Context: an optimization exercise on an open-source flow, tuned for small area, a short achievable clock period and few clock cycles per item. The choices shown serve that exercise and are no tape-out recipe.
In this exercise RTL edits were held to simulation tests only and were not proved equivalent to the original.
Power and IR drop assume default switching activity.

== the reference run ==
==> flow/design.v <==
`default_nettype none
package fdf_pkg;
	localparam int SEEN_DEPTH_DEF = 64;
	localparam int SEQ_BITS_DEF   = 16;
	localparam int ID_W    = 6;
	localparam int MASK_W  = 64;
	localparam int SEQ_W   = 16;
	localparam int DATA_W  = 32;
	localparam int CFG_IDX_W  = 2;
	localparam int CFG_DATA_W = 64;
	localparam logic [CFG_IDX_W-1:0] CFG_NODE_ID       = 2'd0;
	localparam logic [CFG_IDX_W-1:0] CFG_NEIGHBOR_MASK = 2'd1;
	typedef enum logic [1:0] {
		VERDICT_FORWARD      = 2'd0,
		VERDICT_NOT_NEIGHBOR = 2'd1,
		VERDICT_DUPLICATE    = 2'd2
	} fdf_verdict_t;
	typedef struct packed {
		logic [ID_W-1:0]   sender_id;
		logic [SEQ_W-1:0]  seq_in;
		logic [DATA_W-1:0] payload_in;
	} fdf_in_t;
	typedef struct packed {
		logic [1:0]        verdict;
		logic [ID_W-1:0]   fwd_id;
		logic [SEQ_W-1:0]  fwd_seq;
		logic [DATA_W-1:0] fwd_data;
	} fdf_out_t;
	typedef struct packed {
		logic         record;
		logic         emit;
		fdf_verdict_t verdict;
	} fdf_cmd_t;
	typedef struct packed {
		logic valid;
		logic neighbor;
		logic hit;
	} fdf_status_t;
endpackage
`default_nettype wire
`default_nettype none
module fdf_ctrl (
	input  wire fdf_pkg::fdf_status_t  status,
	output logic                       busy,
	output fdf_pkg::fdf_cmd_t          cmd
);
	assign busy = 1'b0;
	always_comb begin
		cmd         = '0;
		cmd.emit    = status.valid;
		cmd.record  = status.valid & status.neighbor & ~status.hit;
		if (!status.neighbor) begin
			cmd.verdict = fdf_pkg::VERDICT_NOT_NEIGHBOR;
		end else if (status.hit) begin
			cmd.verdict = fdf_pkg::VERDICT_DUPLICATE;
		end else begin
			cmd.verdict = fdf_pkg::VERDICT_FORWARD;
		end
	end
endmodule
`default_nettype wire
`default_nettype none
module fdf_datapath #(
	parameter int SEEN_DEPTH = fdf_pkg::SEEN_DEPTH_DEF,
	parameter int SEQ_BITS   = fdf_pkg::SEQ_BITS_DEF
) (
	input  wire logic                              clk,
	input  wire logic                              arst_n,
	input  wire logic                              cfg_we,
	input  wire logic [fdf_pkg::CFG_IDX_W-1:0]     cfg_index,
	input  wire logic [fdf_pkg::CFG_DATA_W-1:0]    cfg_wdata,
	input  wire logic                              start,
	input  wire fdf_pkg::fdf_in_t                  item,
	input  wire fdf_pkg::fdf_cmd_t                 cmd,
	output fdf_pkg::fdf_status_t                   status,
	output logic                                   result_valid,
	output fdf_pkg::fdf_out_t                      result
);
	localparam int CW = $clog2(SEEN_DEPTH + 1);
	logic [fdf_pkg::ID_W-1:0]   node_id_q;
	logic [fdf_pkg::MASK_W-1:0] neighbor_q;
	logic                       v1_q;
	fdf_pkg::fdf_in_t           it1_q;
	logic [SEQ_BITS-1:0]        seq1;
	logic                       v2_q;
	logic                       nb2_q;
	logic                       hit2_q;
	logic [SEQ_BITS-1:0]        seq2_q;
	logic [fdf_pkg::DATA_W-1:0] data2_q;
	logic [SEQ_BITS-1:0]   seen_q [SEEN_DEPTH];
	logic [CW-1:0]         fill_q;
	logic [SEEN_DEPTH-1:0] match;
	logic                  hit_keep;
	logic                  hit_shift;
	logic                  same2;
	logic [SEQ_BITS-1:0]   own_next_q;
	logic fwd;
	assign seq1 = SEQ_BITS'(it1_q.seq_in);
	assign fwd  = cmd.record;
	always_comb begin
		for (int e = 0; e < SEEN_DEPTH; e++) begin
			match[e] = (seen_q[e] == seq1) && (fill_q > CW'(e));
		end
	end
	assign same2     = (seq2_q == seq1);
	assign hit_keep  = |match;
	assign hit_shift = (|match[SEEN_DEPTH-2:0]) | same2;
	assign status.valid    = v2_q;
	assign status.neighbor = nb2_q;
	assign status.hit      = hit2_q;
	always_ff @(posedge clk or negedge arst_n) begin
		if (!arst_n) begin
			node_id_q  <= '0;
			neighbor_q <= '0;
		end else if (cfg_we) begin
			unique case (cfg_index)
				fdf_pkg::CFG_NODE_ID:       node_id_q  <= cfg_wdata[fdf_pkg::ID_W-1:0];
				fdf_pkg::CFG_NEIGHBOR_MASK: neighbor_q <= cfg_wdata;
				default: ;
			endcase
		end
	end
	always_ff @(posedge clk or negedge arst_n) begin
		if (!arst_n) begin
			v1_q       <= 1'b0;
			v2_q       <= 1'b0;
			fill_q     <= '0;
			own_next_q <= SEQ_BITS'(1);
		end else begin
			v1_q <= start;
			v2_q <= v1_q;
			if (fwd) begin
				own_next_q <= own_next_q + SEQ_BITS'(1);
				if (fill_q != CW'(SEEN_DEPTH)) begin
					fill_q <= fill_q + CW'(1);
				end
			end
		end
	end
	always_ff @(posedge clk) begin
		it1_q   <= item;
		nb2_q   <= neighbor_q[it1_q.sender_id];
		hit2_q  <= fwd ? hit_shift : hit_keep;
		seq2_q  <= seq1;
		data2_q <= it1_q.payload_in;
	end
	always_ff @(posedge clk) begin
		if (fwd) begin
			seen_q[0] <= seq2_q;
			for (int e = 1; e < SEEN_DEPTH; e++) begin
				seen_q[e] <= seen_q[e-1];
			end
		end
	end
	assign result_valid     = v2_q;
	assign result.verdict   = cmd.verdict;
	assign result.fwd_id    = node_id_q;
	assign result.fwd_seq   = (cmd.verdict == fdf_pkg::VERDICT_FORWARD) ? own_next_q : '0;
	assign result.fwd_data  = (cmd.verdict == fdf_pkg::VERDICT_FORWARD) ? data2_q : '0;
endmodule
`default_nettype wire
`default_nettype none
module flood_duplicate_filter_core #(
	parameter int SEEN_DEPTH = fdf_pkg::SEEN_DEPTH_DEF,
	parameter int SEQ_BITS   = fdf_pkg::SEQ_BITS_DEF
) (
	input  wire logic                              clk,
	input  wire logic                              arst_n,
	input  wire logic                              cfg_we,
	input  wire logic [fdf_pkg::CFG_IDX_W-1:0]     cfg_index,
	input  wire logic [fdf_pkg::CFG_DATA_W-1:0]    cfg_wdata,
	input  wire logic                              start,
	input  wire logic [53:0]                       item,
	output logic                                   busy,
	output logic                                   result_valid,
	output logic [55:0]                            result
);
	fdf_pkg::fdf_in_t  item_s;
	fdf_pkg::fdf_out_t result_s;
	assign item_s = item;
	assign result = result_s;
	fdf_pkg::fdf_status_t status;
	fdf_pkg::fdf_cmd_t    cmd;
	fdf_ctrl u_ctrl (
		.status (status),
		.busy   (busy),
		.cmd    (cmd)
	);
	fdf_datapath #(
		.SEEN_DEPTH (SEEN_DEPTH),
		.SEQ_BITS   (SEQ_BITS)
	) u_datapath (
		.clk          (clk),
		.arst_n       (arst_n),
		.cfg_we       (cfg_we),
		.cfg_index    (cfg_index),
		.cfg_wdata    (cfg_wdata),
		.start        (start),
		.item         (item_s),
		.cmd          (cmd),
		.status       (status),
		.result_valid (result_valid),
		.result       (result_s)
	);
endmodule
`default_nettype wire
==> flow/config.mk <==
export PLATFORM = sky130hd
export DESIGN_NAME = flood_duplicate_filter_core
export DESIGN_NICKNAME = flood_duplicate_filter_core
export VERILOG_FILES = /design/flow/design.v
export SDC_FILE = /design/flow/constraint.sdc
export NUM_CORES = 4
export LEC_CHECK = 0
export CAP_MARGIN = 20
export CORE_MARGIN = 2
export CORE_UTILIZATION = 55
export PLACE_DENSITY = 0.65
export SETUP_SLACK_MARGIN = 1.5
export SLEW_MARGIN = 20
==> flow/constraint.sdc <==
create_clock -name core_clock -period 4.5 [get_ports {clk}]
set_input_delay 0.9000 -clock core_clock [delete_from_list [all_inputs] [get_ports {clk}]]
set_output_delay 0.9000 -clock core_clock [all_outputs]
set_load 0.01 [all_outputs]
run.sh (not shown) runs the stock make flow with config.mk's settings and CLKGATE_MAP_FILE= SYNTH_SCRIPT=/design/flow/synth_recipe.tcl, a recipe that flattens the netlist after the stock synthesis.
Testbench counts of the reference run, summed over its fixed seeds: cycles 12,016, packets 12,000.
Relative to the reference run, the following input files were edited for the trial run:
--- a/flow/design.v
+++ b/flow/design.v
@@ -92,10 +92,14 @@
 	logic [SEEN_DEPTH-1:0] match;
 	logic                  hit_keep;
 	logic                  hit_shift;
 	logic                  same2;
 	logic [SEQ_BITS-1:0]   own_next_q;
+	logic                  res_valid_q;
+	fdf_pkg::fdf_verdict_t res_verdict_q;
+	logic [SEQ_BITS-1:0]   res_seq_q;
+	logic [fdf_pkg::DATA_W-1:0] res_data_q;
 	logic fwd;
 	assign seq1 = SEQ_BITS'(it1_q.seq_in);
 	assign fwd  = cmd.record;
 	always_comb begin
 		for (int e = 0; e < SEEN_DEPTH; e++) begin
@@ -122,15 +126,17 @@
 	end
 	always_ff @(posedge clk or negedge arst_n) begin
 		if (!arst_n) begin
 			v1_q       <= 1'b0;
 			v2_q       <= 1'b0;
+			res_valid_q <= 1'b0;
 			fill_q     <= '0;
 			own_next_q <= SEQ_BITS'(1);
 		end else begin
 			v1_q <= start;
 			v2_q <= v1_q;
+			res_valid_q <= v2_q;
 			if (fwd) begin
 				own_next_q <= own_next_q + SEQ_BITS'(1);
 				if (fill_q != CW'(SEEN_DEPTH)) begin
 					fill_q <= fill_q + CW'(1);
 				end
@@ -150,15 +156,20 @@
 			for (int e = 1; e < SEEN_DEPTH; e++) begin
 				seen_q[e] <= seen_q[e-1];
 			end
 		end
 	end
-	assign result_valid     = v2_q;
-	assign result.verdict   = cmd.verdict;
+	always_ff @(posedge clk) begin
+		res_verdict_q <= cmd.verdict;
+		res_seq_q     <= (cmd.verdict == fdf_pkg::VERDICT_FORWARD) ? own_next_q : '0;
+		res_data_q    <= (cmd.verdict == fdf_pkg::VERDICT_FORWARD) ? data2_q : '0;
+	end
+	assign result_valid     = res_valid_q;
+	assign result.verdict   = res_verdict_q;
 	assign result.fwd_id    = node_id_q;
-	assign result.fwd_seq   = (cmd.verdict == fdf_pkg::VERDICT_FORWARD) ? own_next_q : '0;
-	assign result.fwd_data  = (cmd.verdict == fdf_pkg::VERDICT_FORWARD) ? data2_q : '0;
+	assign result.fwd_seq   = res_seq_q;
+	assign result.fwd_data  = res_data_q;
 endmodule
 `default_nettype wire
 `default_nettype none
 module flood_duplicate_filter_core #(
 	parameter int SEEN_DEPTH = fdf_pkg::SEEN_DEPTH_DEF,
## What came out
Per the comparison of the trial run with the reference run, synthesized area saw an increase, part of the power in combinational logic saw an increase, critical path depth saw a decrease, final instance count without filler cells saw an increase, share of the cycle needed by the critical path after routing saw an increase. Going from the reference run to the trial run, effective utilization at floorplan -0.44 points; synthesized cell count +2.3%. Looking at fmax, the trial run sits 1.6% below the reference run.
Testbench counts of the trial run, summed over its fixed seeds: cycles 12,024, packets 12,000.

flood_duplicate_filter_core, a different RTL version from the one above (not shown whole).
Size: ~3200 cells after synthesis, roughly 180 I/O pins, roughly 52000 um2 of cells after synthesis.
==> module fdf_datapath, before the edit <==
module fdf_datapath #(
	parameter int SEEN_DEPTH = fdf_pkg::SEEN_DEPTH_DEF,
	parameter int SEQ_BITS   = fdf_pkg::SEQ_BITS_DEF
) (
	input  wire logic                              clk,
	input  wire logic                              arst_n,
	input  wire logic                              cfg_we,
	input  wire logic [fdf_pkg::CFG_IDX_W-1:0]     cfg_index,
	input  wire logic [fdf_pkg::CFG_DATA_W-1:0]    cfg_wdata,
	input  wire logic                              start,
	input  wire fdf_pkg::fdf_in_t                  item,
	input  wire fdf_pkg::fdf_cmd_t                 cmd,
	output fdf_pkg::fdf_status_t                   status,
	output logic                                   result_valid,
	output fdf_pkg::fdf_out_t                      result
);
	localparam int CW = $clog2(SEEN_DEPTH + 1);
	localparam int NP = (SEEN_DEPTH - 2) / 2;
	logic [fdf_pkg::ID_W-1:0]   node_id_q;
	logic [fdf_pkg::MASK_W-1:0] neighbor_q;
	logic                       neighbor_set_q;
	logic [SEQ_BITS-1:0]        seq1;
	logic                       v2_q;
	logic                       nb2_q;
	logic [NP-1:0]              pair2_q;
	logic [1:0]                 top2_q;
	logic                       same2_q;
	logic                       shift2_q;
	logic [SEQ_BITS-1:0]        seq2_q;
	logic [fdf_pkg::DATA_W-1:0] data2_q;
	logic                       v3_q;
	logic                       nb3_q;
	logic                       hit3_q;
	logic [SEQ_BITS-1:0]        seq3_q;
	logic [fdf_pkg::DATA_W-1:0] data3_q;
	logic [SEQ_BITS-1:0]   seen_q [SEEN_DEPTH];
	logic [CW-1:0]         fill_q;
	logic [SEEN_DEPTH-1:0] match1;
	logic [NP-1:0]         pair1;
	logic                  hit_low;
	logic                  same13;
	logic                  same23;
	logic                  hit_keep;
	logic                  hit_shift;
	logic [SEQ_BITS-1:0]   own_next_q;
	logic                  res_valid_q;
	fdf_pkg::fdf_verdict_t res_verdict_q;
	logic [SEQ_BITS-1:0]   res_seq_q;
	logic [fdf_pkg::DATA_W-1:0] res_data_q;
	logic fwd;
	assign seq1 = SEQ_BITS'(item.seq_in);
	assign fwd  = cmd.record;
	always_comb begin
		for (int e = 0; e < SEEN_DEPTH; e++) begin
			match1[e] = (seen_q[e] == seq1) && (fill_q > CW'(e));
		end
		for (int j = 0; j < NP; j++) begin
			pair1[j] = match1[2*j] | match1[2*j+1];
		end
	end
	assign same13 = (seq3_q == seq1);
	assign same23    = (seq3_q == seq2_q);
	assign hit_low   = |pair2_q;
	assign hit_keep  = hit_low | top2_q[0] | (shift2_q ? same2_q : top2_q[1]);
	assign hit_shift = hit_low | same23    | (shift2_q ? same2_q : top2_q[0]);
	assign status.valid    = v3_q;
	assign status.neighbor = nb3_q;
	assign status.hit      = hit3_q;
	always_ff @(posedge clk or negedge arst_n) begin
		if (!arst_n) begin
			node_id_q      <= '0;
			neighbor_set_q <= 1'b0;
		end else if (cfg_we) begin
			unique case (cfg_index)
				fdf_pkg::CFG_NODE_ID:       node_id_q      <= cfg_wdata[fdf_pkg::ID_W-1:0];
				fdf_pkg::CFG_NEIGHBOR_MASK: neighbor_set_q <= 1'b1;
				default: ;
			endcase
		end
	end
	always_ff @(posedge clk) begin
		if (cfg_we && cfg_index == fdf_pkg::CFG_NEIGHBOR_MASK) begin
			neighbor_q <= cfg_wdata;
		end
	end
	always_ff @(posedge clk or negedge arst_n) begin
		if (!arst_n) begin
			v2_q       <= 1'b0;
			v3_q       <= 1'b0;
			res_valid_q <= 1'b0;
			fill_q     <= '0;
			own_next_q <= SEQ_BITS'(1);
		end else begin
			v2_q <= start;
			v3_q <= v2_q;
			res_valid_q <= v3_q;
			if (fwd) begin
				own_next_q <= own_next_q + SEQ_BITS'(1);
				if (fill_q != CW'(SEEN_DEPTH)) begin
					fill_q <= fill_q + CW'(1);
				end
			end
		end
	end
	always_ff @(posedge clk) begin
		nb2_q    <= neighbor_set_q & neighbor_q[item.sender_id];
		pair2_q  <= pair1;
		top2_q   <= match1[SEEN_DEPTH-1:SEEN_DEPTH-2];
		same2_q  <= same13;
		shift2_q <= fwd;
		seq2_q   <= seq1;
		data2_q  <= item.payload_in;
		nb3_q    <= nb2_q;
		hit3_q   <= fwd ? hit_shift : hit_keep;
		seq3_q   <= seq2_q;
		data3_q  <= data2_q;
	end
	always_ff @(posedge clk) begin
		if (fwd) begin
			seen_q[0] <= seq3_q;
			for (int e = 1; e < SEEN_DEPTH; e++) begin
				seen_q[e] <= seen_q[e-1];
			end
		end
	end
	always_ff @(posedge clk) begin
		res_verdict_q <= cmd.verdict;
		res_seq_q     <= (cmd.verdict == fdf_pkg::VERDICT_FORWARD) ? own_next_q : '0;
		res_data_q    <= (cmd.verdict == fdf_pkg::VERDICT_FORWARD) ? data3_q : '0;
	end
	assign result_valid     = res_valid_q;
	assign result.verdict   = res_verdict_q;
	assign result.fwd_id    = node_id_q;
	assign result.fwd_seq   = res_seq_q;
	assign result.fwd_data  = res_data_q;
endmodule
clock: 4.5 ns
lec_check: 0
cap_margin: 20
core_margin: 2
core_utilization: 55
place_density: 0.65
setup_slack_margin: 2.5
slew_margin: 20
tns_end_percent: 0
Testbench counts at the start, summed over its fixed seeds: cycles 12,024, packets 12,000.
Then changed:
--- a/flow/design.v
+++ b/flow/design.v
@@ -76,19 +76,15 @@
 	output logic                                   result_valid,
 	output fdf_pkg::fdf_out_t                      result
 );
 	localparam int CW = $clog2(SEEN_DEPTH + 1);
-	localparam int NP = (SEEN_DEPTH - 2) / 2;
 	logic [fdf_pkg::ID_W-1:0]   node_id_q;
 	logic [fdf_pkg::MASK_W-1:0] neighbor_q;
 	logic                       neighbor_set_q;
 	logic [SEQ_BITS-1:0]        seq1;
 	logic                       v2_q;
 	logic                       nb2_q;
-	logic [NP-1:0]              pair2_q;
-	logic [1:0]                 top2_q;
-	logic                       same2_q;
-	logic                       shift2_q;
+	logic [SEEN_DEPTH-1:0]      match2_q;
 	logic [SEQ_BITS-1:0]        seq2_q;
 	logic [fdf_pkg::DATA_W-1:0] data2_q;
 	logic                       v3_q;
 	logic                       nb3_q;
@@ -97,10 +93,8 @@
 	logic [fdf_pkg::DATA_W-1:0] data3_q;
 	logic [SEQ_BITS-1:0]   seen_q [SEEN_DEPTH];
 	logic [CW-1:0]         fill_q;
 	logic [SEEN_DEPTH-1:0] match1;
-	logic [NP-1:0]         pair1;
-	logic                  hit_low;
 	logic                  same13;
 	logic                  same23;
 	logic                  hit_keep;
 	logic                  hit_shift;
@@ -115,17 +109,13 @@
 	always_comb begin
 		for (int e = 0; e < SEEN_DEPTH; e++) begin
 			match1[e] = (seen_q[e] == seq1) && (fill_q > CW'(e));
 		end
-		for (int j = 0; j < NP; j++) begin
-			pair1[j] = match1[2*j] | match1[2*j+1];
-		end
 	end
 	assign same13 = (seq3_q == seq1);
 	assign same23    = (seq3_q == seq2_q);
-	assign hit_low   = |pair2_q;
-	assign hit_keep  = hit_low | top2_q[0] | (shift2_q ? same2_q : top2_q[1]);
-	assign hit_shift = hit_low | same23    | (shift2_q ? same2_q : top2_q[0]);
+	assign hit_keep  = |match2_q;
+	assign hit_shift = (|match2_q[SEEN_DEPTH-2:0]) | same23;
 	assign status.valid    = v3_q;
 	assign status.neighbor = nb3_q;
 	assign status.hit      = hit3_q;
 	always_ff @(posedge clk or negedge arst_n) begin
@@ -165,12 +155,9 @@
 		end
 	end
 	always_ff @(posedge clk) begin
 		nb2_q    <= neighbor_set_q & neighbor_q[item.sender_id];
-		pair2_q  <= pair1;
-		top2_q   <= match1[SEEN_DEPTH-1:SEEN_DEPTH-2];
-		same2_q  <= same13;
-		shift2_q <= fwd;
+		match2_q <= fwd ? {match1[SEEN_DEPTH-2:0], same13} : match1;
 		seq2_q   <= seq1;
 		data2_q  <= item.payload_in;
 		nb3_q    <= nb2_q;
 		hit3_q   <= fwd ? hit_shift : hit_keep;
What happened: Die area goes up by 2.9%. Combinational power goes up by 15%. Non-clock buffer count goes up by 15. Global-route usage goes up by 0.78 points. Power goes up by 2.5%. Via count goes up by 5.1%. Routed wire length goes up by about 6%. Critical path depth goes up by 6. Worst setup slack loses 49 ps. Final area goes up by 3.2%. Sequential share of layout area goes down by 0.98 points. First-iteration DRC count goes up by 4.6%. Synthesized cell count goes up by 4.6%. Core utilization barely changes.
Testbench counts after the change, summed over its fixed seeds: cycles 12,024, packets 12,000.

[what the ideal ports hide]
How much do the figures lean on ideal ports? The routed layouts below were timed once more, with nothing changed but the port constraints. Step 1 sets driving cells, clkbuf_16 on the clock port and buf_2 on the other inputs (assumed; they add their load-dependent delay and slew). Step 2 adds t to the input delays and takes it off the output delays; t is the mean of the earliest and latest rising clock arrival at the registers after step 1. Input paths then give back, and output paths get back, about the clock's delay inside the block. Slacks: ideal ports / drivers / drivers and shift; pairs: ideal ports / drivers.
run | t (ns) | slack for setup (ns) | worst data-port slew with drivers (ns)
the reference run | 0.788 | 1.531 / 1.531 / 1.531 | 0.08
the trial run | 0.785 | 1.481 / 1.481 / 1.481 | 0.06
the first run of note 2 | 0.806 | 2.336 / 2.263 / 1.622 | 0.06
the second run of note 2 | 0.819 | 2.288 / 2.246 / 1.514 | 0.06
After both steps setup and hold are still met in every run listed. For the second run of note 2, which loses most, drivers alone change the setup slack by -0.042 ns; drivers and shift together by -0.774 ns.
